What follows belongs to an exercise in optimizing a design on an open flow for small area; a production flow would make more cautious choices. The RTL was checked by simulation tests, not by an equivalence proof against the original design. Power is estimated from default activity; no workload was simulated. The clock port is modelled as an ideal driver; clocking choices that lean on that would not hold on a real chip.

Design apb_slave_mem, start of the top module:
module apb_slave_mem #(
  parameter int ADDR_WIDTH  = 16,
  parameter int DATA_WIDTH  = 32,
  parameter int MEM_DEPTH   = 64,
  parameter int RO_BASE     = 48,
  parameter int WAIT_STATES = 2
) (
  input  logic                  pclk,
  input  logic                  preset_n,
  input  logic                  psel,
  input  logic                  penable,
  input  logic                  pwrite,
  input  logic [ADDR_WIDTH-1:0] paddr,
  input  logic [DATA_WIDTH-1:0] pwdata,
  output logic [DATA_WIDTH-1:0] prdata,
  output logic                  pready,
  output logic                  pslverr
);
  logic [1:0] cnt;
  logic       setup;
  logic       in_rw;      
  logic       in_mem;     
  logic       addr_err;
  assign setup    = psel && !penable;
  assign in_mem   = ({1'b0, paddr} < (ADDR_WIDTH+1)'(MEM_DEPTH));
  assign in_rw    = ({1'b0, paddr} < (ADDR_WIDTH+1)'(RO_BASE));
  ...
For scale: about 2500 cells after synthesis, roughly 1600 flip-flops, about 87 I/O pins, roughly 39000 µm² of cells after synthesis.
export LEC_CHECK = 0
export CAP_MARGIN = 0
export CORE_MARGIN = 2
export CORE_UTILIZATION = 40
export SLEW_MARGIN = 0
create_clock -name core_clock -period 5.0 [get_ports {pclk}]
standard.sh (not shown) runs the stock make flow with config.mk's settings and CLKGATE_MAP_FILE= SYNTH_SCRIPT=/design/flow/synth_recipe.tcl, a recipe that flattens the netlist after the stock synthesis.
==> flow/flow/run.sh <==
#!/bin/bash
# Own layout flow: the standard ORFS flow (standard.sh), with
#  - synthesis: synth_recipe.tcl unchanged except that the final abc mapping
#    uses an area-oriented script (flow/area.abc) instead of abc_speed.script;
#    registers, flattening and renaming are as in the standard synthesis;
#  - CTS without dummy loads;
#  - CTS, port buffer and repair settings from the variables below.
# Each tool's full output stays in orfs/logs/; make's output goes to make.log.
set -euo pipefail
W=$(pwd)
mkdir -p "$W/areasynth"
# synth.tcl with its abc call replaced by flow/abc_call.tcl
awk -v f="$W/flow/abc_call.tcl" '
  /^  log_cmd abc \{\*\}\$abc_args$/ { while ((getline l < f) > 0) print l; next }
  { print }' "$FLOW_HOME/scripts/synth.tcl" > "$W/areasynth/synth_core.tcl"
grep -q AREA_ABC_SCRIPT "$W/areasynth/synth_core.tcl"
sed "s|^source \$::env(SCRIPTS_DIR)/synth.tcl\$|source $W/areasynth/synth_core.tcl|" \
  "$W/synth_recipe.tcl" > "$W/areasynth/synth.tcl"
grep -q "areasynth/synth_core.tcl" "$W/areasynth/synth.tcl"
export AREA_ABC_SCRIPT="$W/flow/area.abc"

CTS="-sink_clustering_enable -repair_clock_nets -dont_use_dummy_load"
[[ -n "${MY_CTS_EXTRA:-}" ]] && CTS="$CTS $MY_CTS_EXTRA"
source "$W/flow/knobs.sh"

bash "$W/standard.sh" \
  SYNTH_SCRIPT="$W/areasynth/synth.tcl" \
  CTS_ARGS="$CTS $CTS_EXTRA" \
  "${EXTRA_VARS[@]}" \
  finish > "$W/make.log" 2>&1
==> flow/flow/abc_call.tcl <==
  # Area-oriented mapping: the same abc arguments without the speed script
  # and delay target, and this folder's area.abc script instead.
  set area_abc_args {}
  set skip 0
  foreach a $abc_args {
    if { $skip } { set skip 0; continue }
    if { $a eq "-script" || $a eq "-D" } { set skip 1; continue }
    lappend area_abc_args $a
  }
  log_cmd abc -script $::env(AREA_ABC_SCRIPT) {*}$area_abc_args
==> flow/flow/area.abc <==
strash; dc2; dch; amap; topo
==> flow/flow/knobs.sh <==
CTS_EXTRA="-sink_clustering_size 32 -sink_clustering_max_diameter 80"
EXTRA_VARS=(BUFFER_PORTS_ARGS="-buffer_cell sky130_fd_sc_hd__buf_1" RECOVER_POWER=100 REMOVE_ABC_BUFFERS=1)
The first run finished with capacitance limit, slew limit left.
Then changed:
==> flow/flow/knobs.sh (replaced) <==
CTS_EXTRA="-sink_clustering_size 20 -sink_clustering_max_diameter 60 -buf_list sky130_fd_sc_hd__clkbuf_8"
EXTRA_VARS=(BUFFER_PORTS_ARGS="-buffer_cell sky130_fd_sc_hd__buf_1")
- CORE_UTILIZATION: 40 -> 50
Outcome: This time the run produced a clean layout. Sequential share of layout area came out higher by 0.16 points. Area after synthesis does not change. Clock power came out lower by 5.8%. Synthesized cell count does not change. Hold slack barely changes. Setup slack improved by 0.33 ns. Die area came out lower by 20%. Total power came out lower by 1.5%. Final cell count came out lower by 4.8%. Combinational power came out higher by 2.9%.
Then changed:
==> flow/flow/knobs.sh (replaced) <==
CTS_EXTRA="-sink_clustering_size 10 -sink_clustering_max_diameter 40 -buf_list sky130_fd_sc_hd__clkbuf_4"
EXTRA_VARS=(BUFFER_PORTS_ARGS="-buffer_cell sky130_fd_sc_hd__buf_1")
- CORE_UTILIZATION: 50 -> 40
Result: Die area climbs by 25%. Clock power increases by about 3%. Clock-buffer cell count is higher by 92. Via count grows by 3.4%. Wire length rose by 2.2%. Power is higher by 0.79%. Core utilization goes down by 11 points. Cell area came out higher by 0.83%. Sequential power barely changes. Sequential cell count does not change. Synthesized area stays the same.
Then changed:
==> flow/flow/knobs.sh (replaced) <==
CTS_EXTRA="-sink_clustering_size 20 -sink_clustering_max_diameter 45 -buf_list sky130_fd_sc_hd__clkbuf_8"
EXTRA_VARS=(BUFFER_PORTS_ARGS="-buffer_cell sky130_fd_sc_hd__buf_1")
What happened:
- The new run completed without violations
- core utilization increases by 0.18 points
- area after synthesis stays the same
- power went up by 1.4%
- final area came out higher by 0.39%
- worst setup slack degrades by 0.052 ns
- fmax goes down by 1.1%
- synthesized cell count stays the same
- global-route usage came out lower by 0.39 points

* * *

Setup of indigo:
apb_slave_mem, a different RTL version from the one above (not shown whole).
For scale: roughly 2,600 cells after synthesis, ~1,600 flip-flops, ~87 I/O pins, roughly 38,000 µm² of cells after synthesis.
## apb_slave_mem
module apb_slave_mem #(
  parameter int ADDR_WIDTH  = 16,
  parameter int DATA_WIDTH  = 32,
  parameter int MEM_DEPTH   = 64,
  parameter int RO_BASE     = 48,
  parameter int WAIT_STATES = 2
) (
  input  logic                  pclk,
  input  logic                  preset_n,
  input  logic                  psel,
  input  logic                  penable,
  input  logic                  pwrite,
  input  logic [ADDR_WIDTH-1:0] paddr,
  input  logic [DATA_WIDTH-1:0] pwdata,
  output logic [DATA_WIDTH-1:0] prdata,
  output logic                  pready,
  output logic                  pslverr
);
  logic [1:0] cnt;
  logic       setup;
  logic       in_rw;      
  logic       in_mem;     
  logic       addr_err;
  assign setup    = psel && !penable;
  assign in_mem   = ({1'b0, paddr} < (ADDR_WIDTH+1)'(MEM_DEPTH));
  assign in_rw    = ({1'b0, paddr} < (ADDR_WIDTH+1)'(RO_BASE));
  assign addr_err = pwrite ? !in_rw : !in_mem;
  assign pready  = preset_n && psel && penable && (cnt == 2'(WAIT_STATES + 1));
  assign pslverr = addr_err;
  always_ff @(posedge pclk) begin
    if (!preset_n || !psel) begin
      cnt <= 2'd0;
    end else if (!penable) begin
      cnt <= 2'd1;
    end else if (cnt == 2'(WAIT_STATES + 1)) begin
      cnt <= 2'd0;
    end else if (cnt != 2'd0) begin
      cnt <= cnt + 2'd1;
    end
  end
  apb_mem_array #(
    .DATA_WIDTH (DATA_WIDTH),
    .RINGS      (RO_BASE / 4)
  ) u_mem (
    .clk    (pclk),
    .rst_n  (preset_n),
    .we     (pready && pwrite && in_rw),
    .wring  (paddr[5:2]),
    .wslot  (paddr[1:0]),
    .wdata  (pwdata),
    .rvalid (in_rw),
    .rring  (paddr[5:2]),
    .rslot  (paddr[1:0]),
    .rdata  (prdata)
  );
endmodule
clock: 5.0 ns
lec_check: 0
cap_margin: 0
core_margin: 2
core_utilization: 40
slew_margin: 0
==> flow/flow/run.sh <==
#!/bin/bash
# Own layout flow: the standard ORFS flow (standard.sh), with
#  - synthesis: synth_recipe.tcl unchanged except that the final abc mapping
#    uses an area-oriented script instead of abc_speed.script; registers,
#    flattening and renaming are as in the standard synthesis. Each script
#    in flow/abc_scripts.txt is tried and the one giving the smallest
#    synthesized area is kept;
#  - CTS without dummy loads, and the CTS, port buffer and repair settings
#    in flow/knobs.sh.
# Each tool's full output stays in orfs/logs/ (the synthesis trials' logs in
# trials/N/logs/); make's output goes to make.log and trials/N/make.log.
set -euo pipefail
W=$(pwd)
mkdir -p "$W/areasynth" "$W/trials"
# synth.tcl with its abc call replaced by flow/abc_call.tcl
awk -v f="$W/flow/abc_call.tcl" '
  /^  log_cmd abc \{\*\}\$abc_args$/ { while ((getline l < f) > 0) print l; next }
  { print }' "$FLOW_HOME/scripts/synth.tcl" > "$W/areasynth/synth_core.tcl"
grep -q AREA_ABC_SCRIPT "$W/areasynth/synth_core.tcl"
sed "s|^source \$::env(SCRIPTS_DIR)/synth.tcl\$|source $W/areasynth/synth_core.tcl|" \
  "$W/synth_recipe.tcl" > "$W/areasynth/synth.tcl"
grep -q "areasynth/synth_core.tcl" "$W/areasynth/synth.tcl"

CTS="-sink_clustering_enable -repair_clock_nets -dont_use_dummy_load"
source "$W/flow/knobs.sh"
REPORTS="$W/orfs/reports/$FLOW_PLATFORM/apb_slave_mem/base"

run_std() {
  bash "$W/standard.sh" \
    SYNTH_SCRIPT="$W/areasynth/synth.tcl" \
    CTS_ARGS="$CTS $CTS_EXTRA" \
    "${EXTRA_VARS[@]}" \
    "$@"
}

# Synthesis trials: one per abc script.
best=""
best_area=""
n=0
while IFS= read -r script; do
  [[ -z "$script" ]] && continue
  n=$((n + 1))
  mkdir -p "$W/trials/$n"
  printf '%s\n' "$script" > "$W/trials/$n/area.abc"
  rm -rf "$W/orfs"
  export AREA_ABC_SCRIPT="$W/trials/$n/area.abc"
  if run_std synth > "$W/trials/$n/make.log" 2>&1; then
    area=$(awk '/Chip area for module/ {a=$NF} END {print a}' "$REPORTS/synth_stat.txt")
    cp "$REPORTS/synth_stat.txt" "$W/trials/$n/"
    cp -r "$W/orfs/logs" "$W/trials/$n/logs"
    echo "trial $n: area $area: $script" >> "$W/trials/summary.txt"
    if [[ -n "$area" ]] && { [[ -z "$best_area" ]] || awk -v a="$area" -v b="$best_area" 'BEGIN {exit !(a < b)}'; }; then
      best=$n
      best_area=$area
    fi
  else
    echo "trial $n: failed: $script" >> "$W/trials/summary.txt"
    if [[ -d "$W/orfs/logs" ]]; then cp -r "$W/orfs/logs" "$W/trials/$n/logs"; fi
  fi
done < "$W/flow/abc_scripts.txt"
[[ -n "$best" ]]
echo "kept trial $best ($best_area)" >> "$W/trials/summary.txt"

# The layout, with the kept script.
rm -rf "$W/orfs"
export AREA_ABC_SCRIPT="$W/trials/$best/area.abc"
run_std finish > "$W/make.log" 2>&1
==> flow/flow/abc_scripts.txt <==
strash; dch; amap; topo
strash; dc2; dch; amap; topo
strash; dch -f; amap; topo
strash; balance; rewrite; refactor; balance; rewrite -z; refactor -z; dch; amap; topo
strash; dch; amap -F 2 -A 4; topo
strash; dc2; dch -f; amap; topo
strash; dc2; dch -f; amap -F 3 -A 3; topo
strash; dc2; dch -f; amap -F 4 -A 6; topo
strash; dc2; dch -f; amap -F 2 -A 8; topo
strash; dc2; dch -f; amap; topo; strash; dc2; dch -f; amap; topo
==> flow/flow/knobs.sh <==
CTS_EXTRA="-sink_clustering_size 18 -sink_clustering_max_diameter 60 -buf_list sky130_fd_sc_hd__clkbuf_8"
EXTRA_VARS=(BUFFER_PORTS_ARGS="-buffer_cell sky130_fd_sc_hd__buf_1" REMOVE_ABC_BUFFERS=1)
Scripts as last shown in full above: flow/flow/abc_call.tcl
Modified inputs, garnet compared to indigo
--- a/flow/flow/run.sh
+++ b/flow/flow/run.sh
@@ -11 +11 @@
-# trials/N/logs/); make's output goes to make.log and trials/N/make.log.
+# trials/); make's output goes to make.log and trials/N/make.log.
@@ -50 +49,0 @@
-    cp -r "$W/orfs/logs" "$W/trials/$n/logs"
@@ -58 +56,0 @@
-    if [[ -d "$W/orfs/logs" ]]; then cp -r "$W/orfs/logs" "$W/trials/$n/logs"; fi
==> flow/flow/abc_scripts.txt <==
strash; dch; amap; topo
strash; dc2; dch; amap; topo
strash; dch -f; amap; topo
strash; balance; rewrite; refactor; balance; rewrite -z; refactor -z; dch; amap; topo
strash; dch; amap -F 2 -A 4; topo
strash; dc2; dch -f; amap; topo
==> flow/flow/knobs.sh <==
CTS_EXTRA="-sink_clustering_size 20 -sink_clustering_max_diameter 60 -buf_list sky130_fd_sc_hd__clkbuf_8"
EXTRA_VARS=(BUFFER_PORTS_ARGS="-buffer_cell sky130_fd_sc_hd__buf_1" REMOVE_ABC_BUFFERS=1)
## What came out
Routed wire in garnet totals more than in indigo. Going from indigo to garnet, worst hold slack shrinks by 9.3 ps. Footprint of the flip-flops and latches: garnet vs indigo identical. Of the two candidates, indigo has the better clock period minus worst slack and garnet the worse one.
What sierra does differently from garnet at the input level:
==> flow/flow/knobs.sh <==
CTS_EXTRA="-sink_clustering_size 10 -sink_clustering_max_diameter 40 -buf_list sky130_fd_sc_hd__clkbuf_4"
EXTRA_VARS=(BUFFER_PORTS_ARGS="-buffer_cell sky130_fd_sc_hd__buf_1" REMOVE_ABC_BUFFERS=1)
Results
Class of the most critical hold timing path: input port to flip-flop -> sierra, flip-flop to flip-flop -> garnet
Via count of the routed design: sierra vs garnet up 2.5%
[sierra] area growth from synthesis to final layout rose 0.27 points relative to garnet
On measured slew at the worst slew-check pin, the lower figure sits with garnet, not sierra.
Core utilization across sierra and garnet: no real change.
Setup changes, sierra to quartz
# sierra
export LEC_CHECK = 0
export CAP_MARGIN = 0
export CORE_MARGIN = 2
export CORE_UTILIZATION = 40
export SLEW_MARGIN = 0
create_clock -name core_clock -period 5.0 [get_ports {pclk}]
# quartz
export LEC_CHECK = 0
export CAP_MARGIN = 0
export CORE_MARGIN = 2
export CORE_UTILIZATION = 45
export SLEW_MARGIN = 0
create_clock -name core_clock -period 5.0 [get_ports {pclk}]
==> flow/flow/knobs.sh <==
CTS_EXTRA="-sink_clustering_size 20 -sink_clustering_max_diameter 60 -buf_list sky130_fd_sc_hd__clkbuf_8"
EXTRA_VARS=(BUFFER_PORTS_ARGS="-buffer_cell sky130_fd_sc_hd__buf_1" REMOVE_ABC_BUFFERS=1)
In quartz, power after layout is lower than in sierra.
Compared with sierra, quartz ends up with a smaller final cell area.
Relative to sierra, the count of fill cells added during filler insertion measured on quartz has decreased by more than 10%.
Relative to sierra, the number of clock buffers in the layout measured on quartz has decreased by more than a quarter.
Cmp sierra and quartz / share of cells above drive strength 1 / lower: quartz
| fraction of power consumed by the clock network | quartz vs sierra | 0.4 points lower |
Cmp sierra and quartz / die area / higher: sierra
#### Input delta (lagoon over quartz)
# quartz
export LEC_CHECK = 0
export CAP_MARGIN = 0
export CORE_MARGIN = 2
export CORE_UTILIZATION = 45
export SLEW_MARGIN = 0
create_clock -name core_clock -period 5.0 [get_ports {pclk}]
# lagoon
export LEC_CHECK = 0
export CAP_MARGIN = 0
export CORE_MARGIN = 2
export CORE_UTILIZATION = 40
export SLEW_MARGIN = 0
create_clock -name core_clock -period 5.0 [get_ports {pclk}]
--- a/flow/flow/abc_scripts.txt
+++ b/flow/flow/abc_scripts.txt
@@ -6,0 +7,4 @@
+strash; dc2; dch -f; amap -F 3 -A 3; topo
+strash; dc2; dch -f; amap -F 4 -A 6; topo
+strash; dc2; dch -f; amap -F 2 -A 8; topo
+strash; dc2; dch -f; amap; topo; strash; dc2; dch -f; amap; topo
## What came out
- lagoon completed; timing, DRC and antenna clean
- Sequential fraction of the synthesis area, quartz and lagoon: larger value in lagoon
- Against quartz as the reference, lagoon delivers a higher final period demand of the worst path.
- Taking quartz as the reference, in lagoon maximum clock frequency down 4.2%; setup slack lower.

==> static timing again, ports no longer ideal <==
In the flow no input, the clock included, has a driving cell. The finished layouts below were timed again as built, in two steps.
Step 1, drivers: a clkbuf_16 drives pclk and a buf_2 each remaining input, both assumed.
Step 2 times the ports against the registers' clock, not the clock port: input delays grow and output delays shrink by t, the midpoint of the rising clock arrivals with the driver on.
a / b / c = no drivers / after step 1 / after step 2; a / b = the first two.
run	shift t [ns]	setup slack, ns	worst setup path after step 2	clock arrival spread, ns	pins driven straight from the clock port
the first run of note 1	0.707	0.204 / 0.152 / -0.555	input to register	0.060 / 0.060	1
the second run of note 1	0.766	0.533 / 0.509 / 0.480	input to register	0.083 / 0.084	1
the third run of note 1	1.078	0.460 / 0.400 / 0.405	input to register	0.100 / 0.100	1
the fourth run of note 1	0.797	0.408 / 0.370 / 0.370	input to output	0.111 / 0.110	1
indigo	0.768	0.282 / 0.189 / 0.189	input to output	0.058 / 0.058	1
garnet	0.780	0.211 / 0.119 / 0.119	input to output	0.107 / 0.106	1
sierra	1.094	0.193 / 0.106 / 0.106	input to output	0.099 / 0.100	1
quartz	0.766	0.496 / 0.452 / 0.452	input to output	0.093 / 0.093	1
lagoon	0.770	0.300 / 0.208 / 0.208	input to output	0.060 / 0.060	1
For the first run of note 1, which loses most, drivers alone change the setup slack by -0.052 ns; drivers and shift together by -0.759 ns.
